From an optimization exercise on the open Yosys and OpenROAD flow, aimed at small area, a short achievable clock period and few clock cycles; shortcuts taken in it are not production practice.
Function was checked by simulation only, so behaviour that the tests miss may differ from the original.
Power and IR drop assume default switching activity.

## flow/design.v (module list and top-level ports; edited modules follow where they fit)
// module MacPipe: 1579 lines
// module ProcessingElement: 294 lines
module ProcessingElement #(
    parameter int MaxFiltW = PECfg::DefMaxFiltW,
    parameter int MaxOutW  = PECfg::DefMaxOutW,
    parameter int MaxCh    = PECfg::DefMaxCh
) (
    input  logic                         i_clk,
    input  logic                         i_rstN,
    input  logic                         i_start,
    input  logic [$clog2(MaxFiltW+1)-1:0] i_filtW,
    input  logic [$clog2(MaxOutW+1)-1:0]  i_outW,
    input  logic [$clog2(MaxCh+1)-1:0]    i_numCh,
    input  logic                         i_ipixValid,
    input  PECfg::Pix                    i_ipix,
    input  logic                         i_wpixValid,
    input  PECfg::Pix                    i_wpix,
    output logic                         o_fwdValid,
    output PECfg::Pix                    o_fwdPix,
    output logic                         o_psumValid,
    output PECfg::Psum                   o_psum,
    output logic                         o_done
);
  // ...
==> flow/flow/run.sh <==
#!/bin/bash
# The standard ORFS layout, except that the ports get a plain buffer
# (buf_2) instead of the delay cell buffer_ports picks by default, and timing
# repair aims for a little more setup slack than config.mk may ask for.
set -euo pipefail
cd "$(dirname "$0")/.."
bash standard.sh SETUP_SLACK_MARGIN=5.3 "BUFFER_PORTS_ARGS=-buffer_cell sky130_fd_sc_hd__buf_2" finish > standard_flow.log 2>&1
==> flow/standard.sh <==
#!/bin/bash
# synth_recipe.tcl (not shown) runs the flow's synth.tcl, then flattens the netlist and writes it again
# the make line also repeats each setting of config.mk as NAME=value (left out here)
make -C /OpenROAD-flow-scripts/flow DESIGN_CONFIG=/design/flow/config.mk WORK_HOME=/design/flow/orfs CLKGATE_MAP_FILE= SYNTH_SCRIPT=/design/flow/synth_recipe.tcl "${@:-finish}"
==> flow/config.mk <==
export PLATFORM = sky130hd
export DESIGN_NAME = ProcessingElement
export DESIGN_NICKNAME = ProcessingElement
export VERILOG_FILES = /design/flow/design.v
export SDC_FILE = /design/flow/constraint.sdc
export NUM_CORES = 4
export LEC_CHECK = 0
export CAP_MARGIN = 20
export CORE_MARGIN = 2
export CORE_UTILIZATION = 60
export CTS_CLUSTER_SIZE = 30
export SLEW_MARGIN = 20
==> flow/constraint.sdc <==
create_clock -name core_clock -period 8.0 [get_ports {i_clk}]
set_input_delay 1.6000 -clock core_clock [delete_from_list [all_inputs] [get_ports {i_clk}]]
set_output_delay 1.6000 -clock core_clock [all_outputs]
set_load 0.01 [all_outputs]
==> out/results.tsv, run 1 <==
stage	metric	value	unit
power	Top pwr grp	sequential cells	
critical_path	Worst setup startpoint	outR[17]$_DFF_P_	
final_layout	non-clock buffer count	100	
floorplan	Tap Cells	1070	
sta	Max Fclk	362	MHz
yosys	Yosys reg bits	1349	
sta	Period minus WS final	2.76	ns
clock_tree	hold buffers post-CTS	0	
final_layout	Layout Cells excl Fill	4479	
final_layout	Layout Utilization	68.6	%
drt	Vias	24100	
grt	largest net degree at the start of global routing	227	
yosys	Synth Area in Compound Gates	2.49	%
clock_tree	CTS tree	done	
critical_path	Crit path depth	1	
yosys	largest family of logic cells by synthesized area	adder cells	
final_layout	Final clock-cell share	7.76	%
grt	total grt overflow	0	
yosys	Synth area leader	edfxtp_1	
final_layout	diode count	0	
power	P_sw	4.18	mW
drt	DR top layer	met5	
worst_hold_path	hold worst-path end	z2$_DFF_P_	
final_layout	most frequent cells in the layout	edfxtp_1 (760), dfxtp_1 (564), inv_1 (294)	
critical_path	crit path DAT	1.16	ns
yosys	Distinct cells, synth	66	
final_layout	Seq area share	61.5	%
final_layout	Inverters	306	
floorplan	io pins	63	
power	Combinational Power Share	12.0	%
final_layout	fraction of area in multi-input gates	24.7	%
final_layout	Reg area	0.0346	mm²
placement	Port Buffers	62	
grt	grt met1 use	31.8	%
final_layout	number of flip-flops in the largest register	608	
final_layout	commonest non-fill, non-tap cell in the layout	edfxtp_1	
flow_run	maximum capacitance violations	0	
sta	Fin Clk Skew	0.0290	ns
status	status	finished clean	
power	Leak	21.6	nW
clock_tree	# clock sinks	1349	
placement	placed wire-length estimate	59900	µm
final_layout	area of the multi-input gates	0.0139	mm²
yosys	Mean Syn Cell Area	15.8	µm²
Testbench counts, summed over its fixed seeds: cycles 8,124.
==> run 2: changes to the inputs <==
--- a/flow/config.mk
+++ b/flow/config.mk
@@ -10,3 +10,2 @@
 export CORE_UTILIZATION = 60
-export CTS_CLUSTER_SIZE = 30
 export SLEW_MARGIN = 20
==> run 2 against run 1 <==
  * Design area is the same
  * Maximum frequency is the same
  * Critical path depth is the same
  * Die area is the same
  * Clock power is essentially flat
  * Register-to-register slack is essentially flat
  * Flip-flop and latch count is the same
  * Utilization is the same
  * Setup slack is the same
  * Power is the same
  * Global-route usage is the same
  * Largest cell class unchanged
  * Largest power group unchanged
==> out/results.tsv, run 2 <==
stage	metric	value	unit	change
worst_hold_path	Worst Hold Class	flip-flop to flip-flop		unchanged
yosys	Yosys reg bits	1349		unchanged
clock_tree	CTS tree	done		unchanged
critical_path	Max stage delay on crit path	0.32	ns	about the same
sta	count of final hold-check violations	0		unchanged
floorplan	Core Box Area	0.0821	mm²	unchanged
critical_path	critical path endpoint category	output pin		unchanged
sta	worst hold margin	0.321	ns	unchanged
worst_hold_path	hold worst-path end	z2$_DFF_P_		unchanged
yosys	Top FF cell, synth	edfxtp_1		unchanged
yosys	Simple-Gate Fraction of Synth Area	6.43	%	unchanged
sta	post-layout worst setup margin	5.24	ns	unchanged
yosys	Mean Syn Cell Area	15.8	µm²	unchanged
final_layout	diode count	0		unchanged
final_layout	Top Registers	chain x608, ring x152, wslot x128		unchanged
power	Leak	21.6	nW	unchanged
grt	initial antenna violation count	3		unchanged
sta	Fin Clk Skew	0.0290	ns	unchanged
final_layout	Most flops, register	chain		unchanged
critical_path	Setup CP Type	flip-flop to output pin		unchanged
clock_tree	clock-pin slew on the worst setup and hold paths	0.06	ns	about the same
final_layout	most frequent cells in the layout	edfxtp_1 (760), dfxtp_1 (564), inv_1 (294)		unchanged
final_layout	Reg area	0.0346	mm²	unchanged
grt	largest net degree at the start of global routing	227		unchanged
clock_tree	root buf cell	clkbuf_16		unchanged
yosys	cells after synthesis	3148		unchanged
yosys	Synth Cell Area	0.0498	mm²	unchanged
final_layout	share of post-route cells with drive strength above 1	17.1	%	unchanged
worst_hold_path	HP Start	z1$_DFF_P_		unchanged
yosys	syn_nets	3489		unchanged
sta	Max Fclk	362	MHz	unchanged
sta	Slew @ Worst Pin	1.12	ns	unchanged
placement	Post-Place Worst Slack	3.79	ns	unchanged
drt	Final ANT Viol Nets	0		unchanged
floorplan	row count	105		unchanged
sta	RSZ-0062 raised after global routing	yes		unchanged
critical_path	crit start category	flip-flop		unchanged
yosys	Synth top cells by count	edfxtp_1 (760), dfxtp_1 (589), inv_1 (304)		unchanged
placement	placed wire-length estimate	59900	µm	unchanged
yosys	Synth area leader	edfxtp_1		unchanged
drt	residual DRC count	0		unchanged
critical_path	CP bufs+invs	1		unchanged
final_layout	number of flip-flops in the largest register	608		unchanged
critical_path	slowest stage cell, crit path	dfxtp_1		unchanged
floorplan	die area	0.0853	mm²	unchanged
sta	Final Max Tran Viols	0		unchanged
yosys	Distinct cells, synth	66		unchanged
floorplan	Die W	292	µm	unchanged
yosys	adder-cell share of the synthesized area	11.4	%	unchanged
critical_path	worst-path cell chain	buf_2		unchanged
critical_path	CP Data Required Time	6.40	ns	about the same
yosys	synth warn	10		unchanged
final_layout	Total Nets Final	3644		unchanged
yosys	ranking of synthesized cells by area	edfxtp_1 (46%), dfxtp_1 (24%), fa_1 (9.7%)		unchanged
clock_tree	clock tree buffer depth	3		unchanged
yosys	number of flops mapped to enable cells by yosys	760		unchanged
clock_tree	TritonCTS buffer count	133		unchanged
sta	fin crit share	34.5	%	unchanged
drt	Vias	24100		unchanged
floorplan	Initial Util	60.6	%	unchanged
clock_tree	H-tree depth	4		unchanged
power	Power Density	303	mW/mm²	unchanged
critical_path	reg2reg path depth	9		unchanged
drt	drt total wl	93900	µm	unchanged
grt	GRT Util Overall	22.5	%	unchanged
yosys	largest family of logic cells by synthesized area	adder cells		unchanged
critical_path	Critical R2R Launch	cR1[0]$_DFFE_PP_		unchanged
grt	first-pass GRT wire length	146000	µm	unchanged
grt	vias in the first global route	25200		unchanged
sta	Sum Neg Setup Slack	0	ns	unchanged
yosys	mux cell area share after synthesis	6.00	%	unchanged
yosys	XOR/XNOR Fraction of Synth Area	1.13	%	unchanged
critical_path	CP delay by family, top	flip-flops		unchanged
drt	drt wl/cell	21.0	µm	unchanged
critical_path	CP max FO	1		unchanged
sta	Period minus WS final	2.76	ns	unchanged
final_layout	area grow syn2layout	13.3	%	unchanged
sta	Worst slew margin	25.6	%	unchanged
yosys	Yosys top cell area share	45.9	%	unchanged
floorplan	die outline height	292	µm	unchanged
placement	Port Buffers	62		unchanged
critical_path	FF-to-FF End	ring[141]$_DFF_P_		unchanged
yosys	part of the Yosys area used for sequential elements	69.5	%	unchanged
final_layout	Filler Cell Count	5518		unchanged
placement	RePlAce Congestion	0.895		unchanged
critical_path	reg-to-reg slack, setup	5.29	ns	about the same
sta	endpoints failing setup	0		unchanged
placement	dpl cells	4214		unchanged
final_layout	Layout Cells excl Fill	4479		unchanged
drt	router iterations before antenna repair	5		unchanged
final_layout	area of the multi-input gates	0.0139	mm²	unchanged
drt	vias per cell	5.38		unchanged
worst_hold_path	Worst Hold Depth	0		unchanged
drt	Iteration-0 DRC Markers	1421		unchanged
clock_tree	# clock sinks	1349		unchanged
final_layout	commonest non-fill, non-tap cell in the layout	edfxtp_1		unchanged
yosys	async set or reset register ratio after synthesis	0	%	unchanged
yosys	Synth Area in Compound Gates	2.49	%	unchanged
floorplan	io pins	63		unchanged
clock_tree	Worst-Skew Late Latency	0.73	ns	about the same
status	status	finished clean		unchanged
grt	total grt overflow	0		unchanged
critical_path	crit path DAT	1.16	ns	about the same
flow_run	maximum capacitance violations	0		unchanged
yosys	most common cell in the netlist	edfxtp_1		unchanged
power	VDD IR max	203	µV	unchanged
==> run 2: where the power goes <==
group | internal, mW | switching, mW | total, mW
Clock | 3.55 | 2.57 | 6.12
Combinational | 0.990 | 1.05 | 2.04
Sequential | 8.36 | 0.561 | 8.92
==> run 2: logic make-up (layout without fill, tap and decap cells) <==
| family | after synthesis | after routing |
|---|---|---|
| flops | 1349 | 1349 |
| simple gates | 611 | 614 |
| buf+inv | 389 | 647 |
| fa+ha+maj | 309 | 309 |
| mux | 217 | 217 |
| compound gates | 209 | 209 |
| xor+xnor | 64 | 64 |
==> run 2: final cells by class <==
| cell class | instances | share of cell area (%) |
|---|---|---|
| multi-input cells | 1413 | 24.7 |
| clock inverters | 62 | 1.17 |
| inverters | 306 | 2.12 |
| well taps | 1070 | 2.38 |
| clock buffers | 179 | 6.59 |
| repair buffers | 100 | 1.63 |
| flip-flops and latches | 1349 | 61.5 |
==> run 2: worst max path at each step <==
stage          slack [ns]                  to  cells after the start        startpoint
6_report             5.24          o_psum[17]                      1  outR[17]$_DFF_P_
5_1_grt              5.17   ring[139]$_DFF_P_                      9  cR1[0]$_DFFE_PP_
4_1_cts              5.18          o_psum[13]                      1  outR[13]$_DFF_P_
3_5_place_dp         3.79  drAct$_SDFFE_PP0P_                      6           i_start
3_3_place_gp         3.91  drAct$_SDFFE_PP0P_                      6           i_start
2_1_floorplan        2.69  chain[0]$_DFFE_PP_                      2  rep$_SDFFE_PP0P_
==> run 2: metrics by stage <==
stage / util, % / area, µm² / power, mW
floorplan: - / 49900 / 10.3
global placement: 62.6 / 51400 / 10.9
detailed placement: 62.6 / 51400 / 11.0
CTS: 68.2 / 56000 / 17.2
global route: 68.6 / 56400 / 17.9
finish: 68.6 / 56400 / 17.1
==> run 2: routing by layer <==
metal | up-vias | routed length (µm) | track usage, %
met5 | - | 13 | 0
met4 | 2 | 2300 | 7.35
met3 | 177 | 4360 | 4.54
met2 | 554 | 44200 | 35.4
met1 | 12300 | 43000 | 31.8
li1 | 11100 | - | -
==> run 2: repair_timing <==
action | 4_1_cts | 5_1_grt
pin swaps | 1 | 8
hold buffers | 0 | 0
cloned | 2 | 5
gates resized for setup | 45 | 39
setup buffers | 2 | 15
endpoints found under the setup margin | 665 | 345
==> run 3: changes to the inputs <==
--- a/flow/flow/run.sh
+++ b/flow/flow/run.sh
@@ -6,2 +6,2 @@
 cd "$(dirname "$0")/.."
-bash standard.sh SETUP_SLACK_MARGIN=5.3 "BUFFER_PORTS_ARGS=-buffer_cell sky130_fd_sc_hd__buf_2" finish > standard_flow.log 2>&1
+bash standard.sh SETUP_SLACK_MARGIN=5.2 "BUFFER_PORTS_ARGS=-buffer_cell sky130_fd_sc_hd__buf_2" finish > standard_flow.log 2>&1
--- a/flow/config.mk
+++ b/flow/config.mk
@@ -9,3 +9,3 @@
 export CORE_MARGIN = 2
-export CORE_UTILIZATION = 60
+export CORE_UTILIZATION = 70
 export SLEW_MARGIN = 20
==> run 3 against run 2 <==
  * Still clean
  * Maximum frequency decreased by 1.2%
  * Flip-flop and latch count unchanged
  * Power increased by 0.42%
  * Sequential share of layout area increased by 0.55 points
  * Design area decreased by 0.92%
  * Worst hold slack got worse by 0.011 ns
  * Clock skew increased by 0.0054 ns
  * Final cell count decreased by 3.2%
  * Sequential power increased by 0.4%
  * Clock-buffer cell count increased by 1
  * Die area decreased by 14%
  * Critical endpoint is now o_psum[3]
==> out/results.tsv, run 3 <==
stage	metric	value	unit	change
status	status	finished clean		unchanged
critical_path	crit start category	flip-flop		unchanged
grt	total grt overflow	0		unchanged
final_layout	Top Registers	chain x608, ring x152, wslot x128		unchanged
critical_path	CP bufs+invs	1		unchanged
power	VDD IR max	308	µV	was 203 µV
grt	initial antenna violation count	3		unchanged
critical_path	Setup CP Type	flip-flop to output pin		unchanged
clock_tree	# clock sinks	1349		unchanged
final_layout	Filler Cell Count	3663		was 5518
floorplan	Core Box Area	0.0703	mm²	was 0.0821 mm²
drt	drt total wl	103000	µm	was 93900 µm
sta	fin crit share	34.9	%	was 34.5%
final_layout	commonest non-fill, non-tap cell in the layout	edfxtp_1		unchanged
yosys	XOR/XNOR Fraction of Synth Area	1.13	%	unchanged
yosys	Top FF cell, synth	edfxtp_1		unchanged
placement	Post-Place Worst Slack	3.74	ns	was 3.79 ns
sta	Slew @ Worst Pin	1.11	ns	was 1.12 ns
critical_path	CP Data Required Time	6.40	ns	about the same
drt	Final ANT Viol Nets	0		unchanged
final_layout	most frequent cells in the layout	edfxtp_1 (760), dfxtp_1 (572), inv_1 (296)		was edfxtp_1 (760), dfxtp_1 (564), inv_1 (294)
yosys	largest family of logic cells by synthesized area	adder cells		unchanged
placement	placed wire-length estimate	60000	µm	was 59900 µm
clock_tree	root buf cell	clkbuf_16		unchanged
yosys	Yosys reg bits	1349		unchanged
final_layout	Layout Utilization	79.5	%	was 68.6%
clock_tree	clock tree buffer depth	3		unchanged
yosys	synth warn	10		unchanged
final_layout	Most flops, register	chain		unchanged
sta	worst hold margin	0.310	ns	was 0.321 ns
power	Power, Total	17.2	mW	was 17.1 mW
yosys	Synth Cell Area	0.0498	mm²	unchanged
drt	Vias	25100		was 24100
placement	RePlAce Congestion	0.917		was 0.895
sta	post-layout worst setup margin	5.21	ns	was 5.24 ns
floorplan	row count	97		was 105
critical_path	slowest stage cell, crit path	dfxtp_2		was dfxtp_1
yosys	syn_nets	3489		unchanged
yosys	mux cell area share after synthesis	6.00	%	unchanged
drt	router iterations before antenna repair	5		unchanged
sta	endpoints failing setup	0		unchanged
clock_tree	clock-pin slew on the worst setup and hold paths	0.07	ns	was 0.06 ns
yosys	Synth top cells by count	edfxtp_1 (760), dfxtp_1 (589), inv_1 (304)		unchanged
worst_hold_path	Worst Hold Class	flip-flop to flip-flop		unchanged
yosys	number of flops mapped to enable cells by yosys	760		unchanged
final_layout	Total Nets Final	3629		was 3644
drt	drt wl/cell	23.8	µm	was 21.0 µm
critical_path	critical path endpoint category	output pin		unchanged
flow_run	maximum capacitance violations	0		unchanged
power	Leak	21.5	nW	was 21.6 nW
final_layout	share of post-route cells with drive strength above 1	16.2	%	was 17.1%
grt	first-pass GRT wire length	159000	µm	was 146000 µm
sta	RSZ-0062 raised after global routing	yes		unchanged
yosys	async set or reset register ratio after synthesis	0	%	unchanged
floorplan	die area	0.0732	mm²	was 0.0853 mm²
yosys	Simple-Gate Fraction of Synth Area	6.43	%	unchanged
critical_path	CP delay by family, top	flip-flops		unchanged
clock_tree	H-tree depth	4		unchanged
sta	Max Fclk	358	MHz	was 362 MHz
floorplan	io pins	63		unchanged
grt	largest net degree at the start of global routing	176		was 227
critical_path	CP max FO	1		unchanged
yosys	adder-cell share of the synthesized area	11.4	%	unchanged
drt	Iteration-0 DRC Markers	2229		was 1421
yosys	Synth area leader	edfxtp_1		unchanged
sta	Sum Neg Setup Slack	0	ns	unchanged
floorplan	die outline height	271	µm	was 292 µm
critical_path	worst-path cell chain	buf_6		was buf_2
clock_tree	Worst-Skew Late Latency	0.72	ns	was 0.73 ns
sta	Period minus WS final	2.79	ns	was 2.76 ns
critical_path	Max stage delay on crit path	0.37	ns	was 0.32 ns
placement	Port Buffers	62		unchanged
grt	vias in the first global route	26600		was 25200
yosys	Mean Syn Cell Area	15.8	µm²	unchanged
sta	Worst slew margin	26.2	%	was 25.6%
yosys	part of the Yosys area used for sequential elements	69.5	%	unchanged
floorplan	Die W	271	µm	was 292 µm
yosys	ranking of synthesized cells by area	edfxtp_1 (46%), dfxtp_1 (24%), fa_1 (9.7%)		unchanged
yosys	Distinct cells, synth	66		unchanged
drt	residual DRC count	0		unchanged
yosys	Yosys top cell area share	45.9	%	unchanged
floorplan	Initial Util	70.8	%	was 60.6%
critical_path	crit path DAT	1.19	ns	was 1.16 ns
final_layout	number of flip-flops in the largest register	608		unchanged
grt	GRT Util Overall	29.0	%	was 22.5%
clock_tree	TritonCTS buffer count	130		was 133
sta	count of final hold-check violations	0		unchanged
clock_tree	CTS tree	done		unchanged
power	Power Density	307	mW/mm²	was 303 mW/mm²
yosys	most common cell in the netlist	edfxtp_1		unchanged
sta	Fin Clk Skew	0.0344	ns	was 0.0290 ns
yosys	cells after synthesis	3148		unchanged
sta	Final Max Tran Viols	0		unchanged
final_layout	area grow syn2layout	12.2	%	was 13.3%
yosys	Synth Area in Compound Gates	2.49	%	unchanged
drt	vias per cell	5.79		was 5.38
==> run 3: changes by cell type in the layout (fill, tap and decap cells not counted), sizes merged, moves of 2 or more <==
cell,change
or3b,-2
clkinv,-5
diode,+2
clkbuf,-3
buf,-5
==> run 3: final cells by class <==
| cell class | instances | area [µm²] | area share [%] |
|---|---|---|---|
| tap | 940 | 1180 | 2.11 |
| multi-input combinational | 1411 | 13800 | 24.8 |
| inverter | 306 | 1170 | 2.10 |
| clock inverter | 57 | 577 | 1.03 |
| antenna | 2 | 5.00 | 0.00896 |
| clock buffer | 180 | 3740 | 6.71 |
| sequential | 1349 | 34600 | 62.0 |
| timing repair buffer | 90 | 709 | 1.27 |
==> run 3: cell families after synthesis <==
logic type / Yosys count
flip-flops: 1349
AND/OR/NAND/NOR: 611
buffers and inverters: 389
adder cells (fa/ha/maj): 309
multiplexers: 217
AO/OA/AOI/OAI: 209
XOR/XNOR: 64
==> run 3: power breakdown <==
group          internal, mW  switching, mW
Combinational         0.950           1.08
Clock                  3.53           2.64
Sequential             8.36          0.602
==> run 3: what timing repair did <==
action	4_1_cts	5_1_grt
pin swaps	0	2
gates cloned	1	1
setup buffers	4	4
setup endpoints to repair	442	56
hold buffers	0	0
gates resized for setup	50	12
==> run 3: metal layers <==
| metal | wire, µm | GRT usage, % |
|---|---|---|
| met3 | 6480 | 5.10 |
| met2 | 51200 | 47.9 |
| met4 | 4100 | 12.1 |
| met5 | 0 | 0 |
| met1 | 41400 | 38.7 |
==> run 3: path summary, 6_finish.rpt <==
check                    from                 to  slack (ns)  cells after the start
max reg2reg  cR1[1]$_DFFE_PP_  ring[135]$_DFF_P_        5.26                     10
min          ring[23]$_DFF_P_    ring[4]$_DFF_P_        0.31                      0
max           outR[3]$_DFF_P_          o_psum[3]        5.21                      1
min reg2reg  ring[23]$_DFF_P_    ring[4]$_DFF_P_        0.31                      0
==> run 3: through the flow <==
stage,std cells,instance area (µm²)
detailed placement,4086,51200
floorplan,3148,49800
CTS,4328,55700
global placement,4086,51200
global route,4333,55800
finish,4335,55800

[separate check: timing with driven ports]
Ports are ideal in the flow. The routed layouts listed here were re-timed in OpenROAD. Step 1 assumes that a clkbuf_16 drives the clock port and a buf_2 every other input. Step 2, shift: input delay + t, output delay - t, t = (earliest + latest rising clock arrival at the registers) / 2. This alone moves slack from input paths to output paths. Three values: no drivers, after step 1, after step 2; two values: the first two.
| run | t, ns | setup WS [ns] | worst setup path at the end | clock arrival spread, ns | worst slew at a driven data input, ns |
|---|---|---|---|---|---|
| run 1 | 0.785 | 5.239 / 5.169 / 4.820 | input to register | 0.032 / 0.032 | 0.06 |
| run 2 | 0.785 | 5.239 / 5.169 / 4.820 | input to register | 0.032 / 0.032 | 0.06 |
| run 3 | 0.774 | 5.206 / 5.139 / 4.626 | input to register | 0.041 / 0.041 | 0.07 |
After both steps every run listed still meets setup and hold. For run 3, which loses most, drivers alone change the setup slack by -0.067 ns; drivers and shift together by -0.580 ns.
